This design comes from an exercise in tuning for small area on the open sky130 flow, not from production work.
The RTL was checked by simulation tests, not by an equivalence proof against the original design.
Power figures rest on the tool's default switching activity, not on a simulated workload.

==> flow/design.v <==
`timescale 1ns/1ns
package frame_pkg;
    typedef logic [24-1:0]      psn_t;
    typedef logic [256-1:0]     fdata_t;
    typedef logic [4-1:0]          delay_t;
    typedef logic [2-1:0] lane_idx_t;
    typedef enum logic [1:0] {
        FT_HEAD = 2'd0,
        FT_BODY = 2'd1,
        FT_TAIL = 2'd2,
        FT_ERR  = 2'd3
    } frame_type_e;
    typedef struct packed {
        psn_t        psn;
        frame_type_e ftype;
    } frame_meta_t;
    typedef struct packed {
        frame_meta_t meta;
        fdata_t      data;
        logic        good;
    } frame_t;
    typedef enum logic [1:0] {LANE_IDLE, LANE_WAIT, LANE_DONE} lane_state_e;
    typedef enum logic [1:0] {RPT_IDLE, RPT_WAIT, RPT_OUTPUT} rpt_state_e;
endpackage
`timescale 1ns/1ns
`timescale 1ns/1ns
`timescale 1ns/1ns
`timescale 1ns/1ns
`timescale 1ns/1ns
module frame_processor_top (
    input  logic                    clk,
    input  logic                    rst_n,
    input  logic                    i_valid_1,
    output logic                    o_ready_1,
    input  logic [1:0]              i_frame_type,
    input  logic [24-1:0]  i_frame_psn,
    input  logic [256-1:0] i_frame_data,
    output logic                    o_valid_2,
    input  logic                    i_ready_2,
    output logic [24-1:0]  o_frame_psn_2,
    output logic [1:0]              o_frame_type_2,
    output logic [256-1:0] o_frame_data_2,
    output logic                    o_valid_3,
    input  logic                    i_ready_3,
    output logic [24-1:0]  o_frame_psn_3,
    output logic [1:0]              o_frame_type_3,
    output logic [256-1:0] o_frame_data_3,
    output logic                    o_valid_4,
    input  logic                    i_ready_4,
    output logic [24-1:0]  o_frame_psn_4,
    output logic [1:0]              o_frame_type_4
);
    localparam int PW = 24;
    localparam int DW = 256;
    localparam int NL = 4;
    logic [PW-1:0] exp_psn;
    logic [PW-1:0] out_psn;
    logic [2:0]    n_good;
    logic          inside_frame;
    logic [1:0]    disp_ptr;
    logic          accept;
    logic          frame_good;
    logic [NL-1:0] lane_free;
    logic [NL-1:0] lane_done;
    logic [NL-1:0] lane_good;
    logic [NL-1:0] lane_load;
    logic [NL-1:0] lane_release;
    assign o_ready_1  = lane_free[disp_ptr];
    assign accept     = i_valid_1 && o_ready_1;
    assign frame_good = (i_frame_type != 2'd3) && (i_frame_psn == exp_psn)
                     && ((i_frame_type == 2'd0) || inside_frame);
    always_ff @(posedge clk or negedge rst_n) begin
        if (!rst_n) begin
            inside_frame <= 1'b0;
            disp_ptr     <= '0;
        end else if (accept) begin
            if (i_frame_type == 2'd0)      inside_frame <= 1'b1;
            else if (i_frame_type == 2'd2) inside_frame <= 1'b0;
            disp_ptr <= disp_ptr + 1'b1;
        end
    end
    assign exp_psn = out_psn + PW'(n_good);
    logic [DW-1:0] lane_din;
    assign lane_din = {i_frame_data[DW-1:PW], frame_good ? i_frame_data[PW-1:0] : i_frame_psn};
    for (genvar g = 0; g < NL; g++) begin : g_lane
        logic [3:0] cnt;
        logic       good;
        assign lane_load[g] = accept && (disp_ptr == 2'(g));
        always_ff @(posedge clk or negedge rst_n) begin
            if (!rst_n) begin
                cnt <= '0;
            end else if (lane_load[g]) begin
                cnt <= {1'b0, i_frame_psn[2:0]} + 4'd3;
            end else if (cnt > 4'd1) begin
                cnt <= cnt - 4'd1;
            end else if (lane_release[g]) begin
                cnt <= '0;
            end
        end
        always_ff @(posedge clk) begin
            if (lane_load[g]) begin
                good <= frame_good;
            end
        end
        assign lane_free[g] = (cnt == 4'd0);
        assign lane_done[g] = (cnt == 4'd1);
        assign lane_good[g] = good;
    end
    logic [NL-1:0] drain_oh;
    logic [DW-1:0] cur_data;
    logic [1:0]    cur_type;
    logic          cur_good;
    logic          cur_done;
    logic          present;
    logic          fire;
    logic          rpt_full;
    always_comb begin
        cur_good = 1'b0;
        cur_done = 1'b0;
        n_good   = '0;
        for (int k = 0; k < NL; k++) begin
            cur_good = cur_good | (lane_good[k] & drain_oh[k]);
            cur_done = cur_done | (lane_done[k] & drain_oh[k]);
            n_good   = n_good + 3'(lane_good[k] & !lane_free[k]);
        end
    end
    localparam int SW = DW + 2;    
    logic [SW-1:0] st_in;
    logic [SW-1:0] head_q, head_d;
    logic [SW-1:0] x0, x1, x2;
    logic          head_full;
    logic [2:0]    xrd_oh, xwr_oh;
    logic [1:0]    xcnt;
    logic          load_head;
    assign st_in     = {i_frame_type, lane_din};
    assign load_head = (xcnt != 2'd0) && (!head_full || fire);
    assign head_d = ({SW{!load_head}} & head_q)
                  | ({SW{load_head && xrd_oh[0]}} & x0)
                  | ({SW{load_head && xrd_oh[1]}} & x1)
                  | ({SW{load_head && xrd_oh[2]}} & x2);
    always_ff @(posedge clk) begin
        head_q <= head_d;
        if (accept && xwr_oh[0]) x0 <= st_in;
        if (accept && xwr_oh[1]) x1 <= st_in;
        if (accept && xwr_oh[2]) x2 <= st_in;
    end
    always_ff @(posedge clk or negedge rst_n) begin
        if (!rst_n) begin
            head_full <= 1'b0;
            xrd_oh    <= 3'b001;
            xwr_oh    <= 3'b001;
            xcnt      <= '0;
        end else begin
            if (load_head)  head_full <= 1'b1;
            else if (fire)  head_full <= 1'b0;
            if (load_head)  xrd_oh <= {xrd_oh[1:0], xrd_oh[2]};
            if (accept)     xwr_oh <= {xwr_oh[1:0], xwr_oh[2]};
            case ({accept, load_head})
                2'b10:   xcnt <= xcnt + 2'd1;
                2'b01:   xcnt <= xcnt - 2'd1;
                default: xcnt <= xcnt;
            endcase
        end
    end
    assign cur_data = head_q[DW-1:0];
    assign cur_type = head_q[SW-1:DW];
    assign present   = cur_done && !rpt_full;
    assign o_valid_2 = present && cur_good;
    assign o_valid_3 = present && !cur_good;
    assign fire      = (o_valid_2 && i_ready_2) || (o_valid_3 && i_ready_3);
    assign lane_release = fire ? drain_oh : '0;
    assign o_frame_psn_2  = out_psn;
    assign o_frame_type_2 = cur_type;
    assign o_frame_data_2 = cur_data;
    assign o_frame_psn_3  = cur_data[PW-1:0];
    assign o_frame_type_3 = cur_type;
    assign o_frame_data_3 = '0;
    always_ff @(posedge clk or negedge rst_n) begin
        if (!rst_n) begin
            drain_oh <= 4'b0001;
            out_psn  <= '0;
        end else if (fire) begin
            drain_oh <= {drain_oh[NL-2:0], drain_oh[NL-1]};
            if (cur_good) out_psn <= out_psn + 1'b1;
        end
    end
    logic [PW+1:0] rpt_in;
    logic [PW+1:0] q0, q1, q2, q3;
    logic [PW+1:0] rpt, rpt_d;
    logic [3:0]    wr_oh;
    logic [3:0]    rd_oh;
    logic [2:0]    count;
    logic [2:0]    rstate;    
    logic          do_pop;
    assign rpt_in   = {cur_good ? out_psn : cur_data[PW-1:0], cur_type};
    assign rpt_full = count[2];
    assign do_pop   = (rstate == 3'd0) && (count != 3'd0);
    assign rpt_d = ({(PW+2){!do_pop}} & rpt)
                 | ({(PW+2){do_pop && rd_oh[0]}} & q0)
                 | ({(PW+2){do_pop && rd_oh[1]}} & q1)
                 | ({(PW+2){do_pop && rd_oh[2]}} & q2)
                 | ({(PW+2){do_pop && rd_oh[3]}} & q3);
    always_ff @(posedge clk) begin
        if (fire && wr_oh[0]) q0 <= rpt_in;
        if (fire && wr_oh[1]) q1 <= rpt_in;
        if (fire && wr_oh[2]) q2 <= rpt_in;
        if (fire && wr_oh[3]) q3 <= rpt_in;
        rpt <= rpt_d;
    end
    always_ff @(posedge clk or negedge rst_n) begin
        if (!rst_n) begin
            wr_oh  <= 4'b0001;
            rd_oh  <= 4'b0001;
            count  <= '0;
            rstate <= '0;
        end else begin
            if (fire)   wr_oh <= {wr_oh[2:0], wr_oh[3]};
            if (do_pop) rd_oh <= {rd_oh[2:0], rd_oh[3]};
            case ({fire, do_pop})
                2'b10:   count <= count + 1'b1;
                2'b01:   count <= count - 1'b1;
                default: count <= count;
            endcase
            if (do_pop) begin
                rstate <= {1'b1, rpt_d[1:0]};
            end else if (rstate > 3'd1) begin
                rstate <= rstate - 3'd1;
            end else if (rstate == 3'd1 && i_ready_4) begin
                rstate <= '0;
            end
        end
    end
    assign o_valid_4      = (rstate == 3'd1);
    assign o_frame_psn_4  = rpt[PW+1:2];
    assign o_frame_type_4 = rpt[1:0];
endmodule
Settings: LEC_CHECK=0, CAP_MARGIN=20, CORE_MARGIN=2, CORE_UTILIZATION=55, SLEW_MARGIN=20; clock period 5.0 ns.
standard.sh (not shown) runs the stock make flow with config.mk's settings and CLKGATE_MAP_FILE= SYNTH_SCRIPT=/design/flow/synth_recipe.tcl, a recipe that flattens the netlist after the stock synthesis.
==> flow/flow/run.sh <==
#!/bin/bash
# Standard layout with three changes: the port buffers use the smallest
# buffer cell; clock tree synthesis uses clkbuf_4 clusters under a clkbuf_16 root, without dummy
# loads; and the constant-0 output ports share a few tie cells (flow/ties.tcl,
# run at the end of floorplan) instead of one tie cell per port.
set -euo pipefail
here=$(pwd)
bash standard.sh finish \
  "BUFFER_PORTS_ARGS=-buffer_cell sky130_fd_sc_hd__buf_1" \
  "CTS_ARGS=-sink_clustering_enable -repair_clock_nets -buf_list sky130_fd_sc_hd__clkbuf_4 -root_buf sky130_fd_sc_hd__clkbuf_16 -sink_clustering_size 10 -sink_clustering_max_diameter 40 -dont_use_dummy_load" \
  "SKIP_REPAIR_TIE_FANOUT=1" \
  "POST_FLOORPLAN_TCL=$here/flow/ties.tcl" \
  > make_finish.log 2>&1
Other scripts of this flow, unchanged in this note and not shown: flow/flow/ties.tcl
Rerun with:
CORE_UTILIZATION = 50   (was 55)
Outcome: The changed run ran to the end with no violations. Register-to-register slack improves by 0.05 ns. Critical path depth shrinks by 2. Power hardly moves. Setup slack improves by 0.049 ns. Clock skew shrinks by 0.027 ns. Via count shrinks by 0.43%. Synthesized cell count is unchanged. Die area grows by 9.9%. Clock power is about the same.

---

Setup of try-violet:
RTL: the design.v shown in full above, as it stands there.
==> flow/config.mk <==
export PLATFORM = sky130hd
export DESIGN_NAME = frame_processor_top
export DESIGN_NICKNAME = frame_processor_top
export VERILOG_FILES = /design/flow/design.v
export SDC_FILE = /design/flow/constraint.sdc
export NUM_CORES = 4
export LEC_CHECK = 0
export CAP_MARGIN = 20
export CORE_MARGIN = 2
export CORE_UTILIZATION = 40
export SLEW_MARGIN = 20
==> flow/constraint.sdc <==
create_clock -name core_clock -period 5.0 [get_ports {clk}]
set_input_delay 1.0000 -clock core_clock [delete_from_list [all_inputs] [get_ports {clk}]]
set_output_delay 1.0000 -clock core_clock [all_outputs]
set_load 0.01 [all_outputs]
==> flow/flow/run.sh <==
#!/bin/bash
# Standard layout with three changes: the port buffers use the smallest
# buffer cell; clock tree synthesis uses clkbuf_4 clusters without dummy
# loads; and the constant-0 output ports share a few tie cells (flow/ties.tcl,
# run at the end of floorplan) instead of one tie cell per port.
set -euo pipefail
here=$(pwd)
bash standard.sh finish \
  "BUFFER_PORTS_ARGS=-buffer_cell sky130_fd_sc_hd__buf_1" \
  "CTS_ARGS=-sink_clustering_enable -repair_clock_nets -buf_list sky130_fd_sc_hd__clkbuf_4 -sink_clustering_size 10 -sink_clustering_max_diameter 40 -dont_use_dummy_load" \
  "SKIP_REPAIR_TIE_FANOUT=1" \
  "POST_FLOORPLAN_TCL=$here/flow/ties.tcl" \
  > make_finish.log 2>&1
==> flow/flow/ties.tcl <==
# Drive the design's constant-0 output ports from a few shared tie cells
# (GROUP ports each) instead of one tie cell per port.
set tie_group 16
set block [ord::get_db_block]
set tie_master [[ord::get_db] findMaster sky130_fd_sc_hd__conb_1]

proc tie_is_buf {inst} {
  set m [[$inst getMaster] getName]
  return [expr {[string match "sky130_fd_sc_hd__buf_*" $m] || [string match "sky130_fd_sc_hd__clkbuf_*" $m]}]
}

# Output ports reached from a tie cell's LO pin directly or through buffers
set const_ports {}
set dead_bufs {}
foreach inst [$block getInsts] {
  if {[$inst getMaster] ne $tie_master} { continue }
  set lo [$inst findITerm LO]
  set net [$lo getNet]
  if {$net eq "NULL"} { continue }
  set todo [list $net]
  while {[llength $todo]} {
    set n [lindex $todo 0]
    set todo [lrange $todo 1 end]
    foreach bt [$n getBTerms] {
      if {[$bt getIoType] eq "OUTPUT"} { lappend const_ports $bt }
    }
    foreach it [$n getITerms] {
      if {[$it isOutputSignal]} { continue }
      set li [$it getInst]
      if {[tie_is_buf $li]} {
        set on [[$li findITerm X] getNet]
        if {$on ne "NULL" && [llength [$on getITerms]] == 1} {
          lappend dead_bufs $li
          lappend todo $on
        }
      }
    }
  }
}
puts "tie grouping: [llength $const_ports] constant-0 output ports, [llength $dead_bufs] buffers between"

set named {}
foreach bt $const_ports { lappend named [list [$bt getName] $bt] }
set const_ports {}
foreach e [lsort -dictionary -index 0 $named] { lappend const_ports [lindex $e 1] }
set k 0
set grp 0
set gnet "NULL"
foreach bt $const_ports {
  if {$k % $tie_group == 0} {
    set ginst [odb::dbInst_create $block $tie_master "tie_grp_$grp"]
    set gnet [odb::dbNet_create $block "tie_grp_net_$grp"]
    $gnet setSigType SIGNAL
    [$ginst findITerm LO] connect $gnet
    incr grp
  }
  $bt disconnect
  $bt connect $gnet
  incr k
}
foreach b $dead_bufs {
  set on [[$b findITerm X] getNet]
  odb::dbInst_destroy $b
  if {$on ne "NULL" && [llength [$on getITerms]] == 0 && [llength [$on getBTerms]] == 0} { odb::dbNet_destroy $on }
}
# Tie cells left without loads
foreach inst [$block getInsts] {
  if {[$inst getMaster] ne $tie_master} { continue }
  set lo [$inst findITerm LO]
  set n [$lo getNet]
  if {$n eq "NULL" || [llength [$n getITerms]] + [llength [$n getBTerms]] <= 1} {
    set hi [[$inst findITerm HI] getNet]
    if {$hi ne "NULL" && [llength [$hi getITerms]] + [llength [$hi getBTerms]] > 1} { continue }
    odb::dbInst_destroy $inst
    if {$n ne "NULL" && [llength [$n getITerms]] == 0 && [llength [$n getBTerms]] == 0} { odb::dbNet_destroy $n }
  }
}
puts "tie grouping: $grp tie cells now drive them"
The following lists how try-harbor was set up differently from try-violet:
==> flow/flow/run.sh <==
#!/bin/bash
# Standard layout with three changes: the port buffers use the smallest
# buffer cell; clock tree synthesis uses clkbuf_4 clusters under a clkbuf_16 root, without dummy
# loads; and the constant-0 output ports share a few tie cells (flow/ties.tcl,
# run at the end of floorplan) instead of one tie cell per port.
set -euo pipefail
here=$(pwd)
bash standard.sh finish \
  "BUFFER_PORTS_ARGS=-buffer_cell sky130_fd_sc_hd__buf_1" \
  "CTS_ARGS=-sink_clustering_enable -repair_clock_nets -buf_list sky130_fd_sc_hd__clkbuf_4 -root_buf sky130_fd_sc_hd__clkbuf_16 -sink_clustering_size 10 -sink_clustering_max_diameter 40 -dont_use_dummy_load" \
  "SKIP_REPAIR_TIE_FANOUT=1" \
  "POST_FLOORPLAN_TCL=$here/flow/ties.tcl" \
  > make_finish.log 2>&1
==> comparison <==
Summary of try-harbor over try-violet: final-stage net count lower, number of detailed-routing iterations run before antenna repair higher, count of cells along the worst register-to-register path higher, power lower, proportion of synthesized area in mux cells roughly the same.
Re share of total power in the clock network: try-harbor is 0.4 points up on try-violet.
Of try-harbor and try-violet, the run reporting the lower met2 demand-to-capacity share in global routing was try-harbor.
Measured against each other, try-harbor and try-violet differ in insertion delay of the later-clocked pin in the worst-skew pair, the lower figure coming from try-harbor.
The following lists how try-ember was set up differently from try-harbor:
Settings: CORE_UTILIZATION now 60, was 40.
-- flow/flow/ties.tcl --
<<< try-harbor, line 1
# Drive the design's constant-0 output ports from a few shared tie cells
# (GROUP ports each) instead of one tie cell per port.
set tie_group 16
set block [ord::get_db_block]
set tie_master [[ord::get_db] findMaster sky130_fd_sc_hd__conb_1]
>>> try-ember, line 1
# Drive the design's constant-0 output ports from a few shared tie cells
# (GROUP ports each) instead of one tie cell per port.
set tie_group 32
set block [ord::get_db_block]
set tie_master [[ord::get_db] findMaster sky130_fd_sc_hd__conb_1]
## What came out
Between try-harbor and try-ember, the register clock-pin slew on the reported worst setup and hold paths does not differ in any meaningful way. Internal power, try-ember and try-harbor: smaller value in try-ember. Re worst max-slew margin expressed relative to the limit: try-harbor was higher than try-ember. Taking try-harbor as the reference, in try-ember transition time of the tightest slew-check pin +200 ps, number of max-capacitance violations reported barely changed, final area fell by 910 um2, final critical-path setup slack dropped 100 ps, number of fill cells in the layout now sits lower. The maximum clock frequency of try-ember is lower than that of try-harbor.

## separate check: timing with driven ports
No port has a modelled driver above. Below, the same layouts with a new extraction and two added sets of constraints.
Step 1 assumes that a clkbuf_16 drives the clock port and a buf_2 every other input.
Step 2 moves the port delays by t, midway between the first and last clock arrival at a register: inputs arrive t later, outputs are due t later. That takes back most of the time a late clock gives input paths.
a / b / c = ideal / step 1 / step 2; a / b = the first two.
run	t (ns)	setup WS [ns]	worst setup path at the end	slew at the worst register clock pin (ns)	cell pins on the clock port's net
the first run of note 1	0.739	0.335 / 0.335 / 0.335	register to register	0.11 / 0.11	1
the second run of note 1	0.762	0.383 / 0.383 / 0.383	register to register	0.11 / 0.11	1
try-violet	1.088	0.495 / 0.495 / 0.495	register to register	0.11 / 0.11	1
try-harbor	0.784	0.511 / 0.511 / 0.511	register to register	0.11 / 0.11	1
try-ember	0.748	0.409 / 0.409 / 0.409	register to register	0.11 / 0.11	1
After both steps every run listed still meets setup and hold.
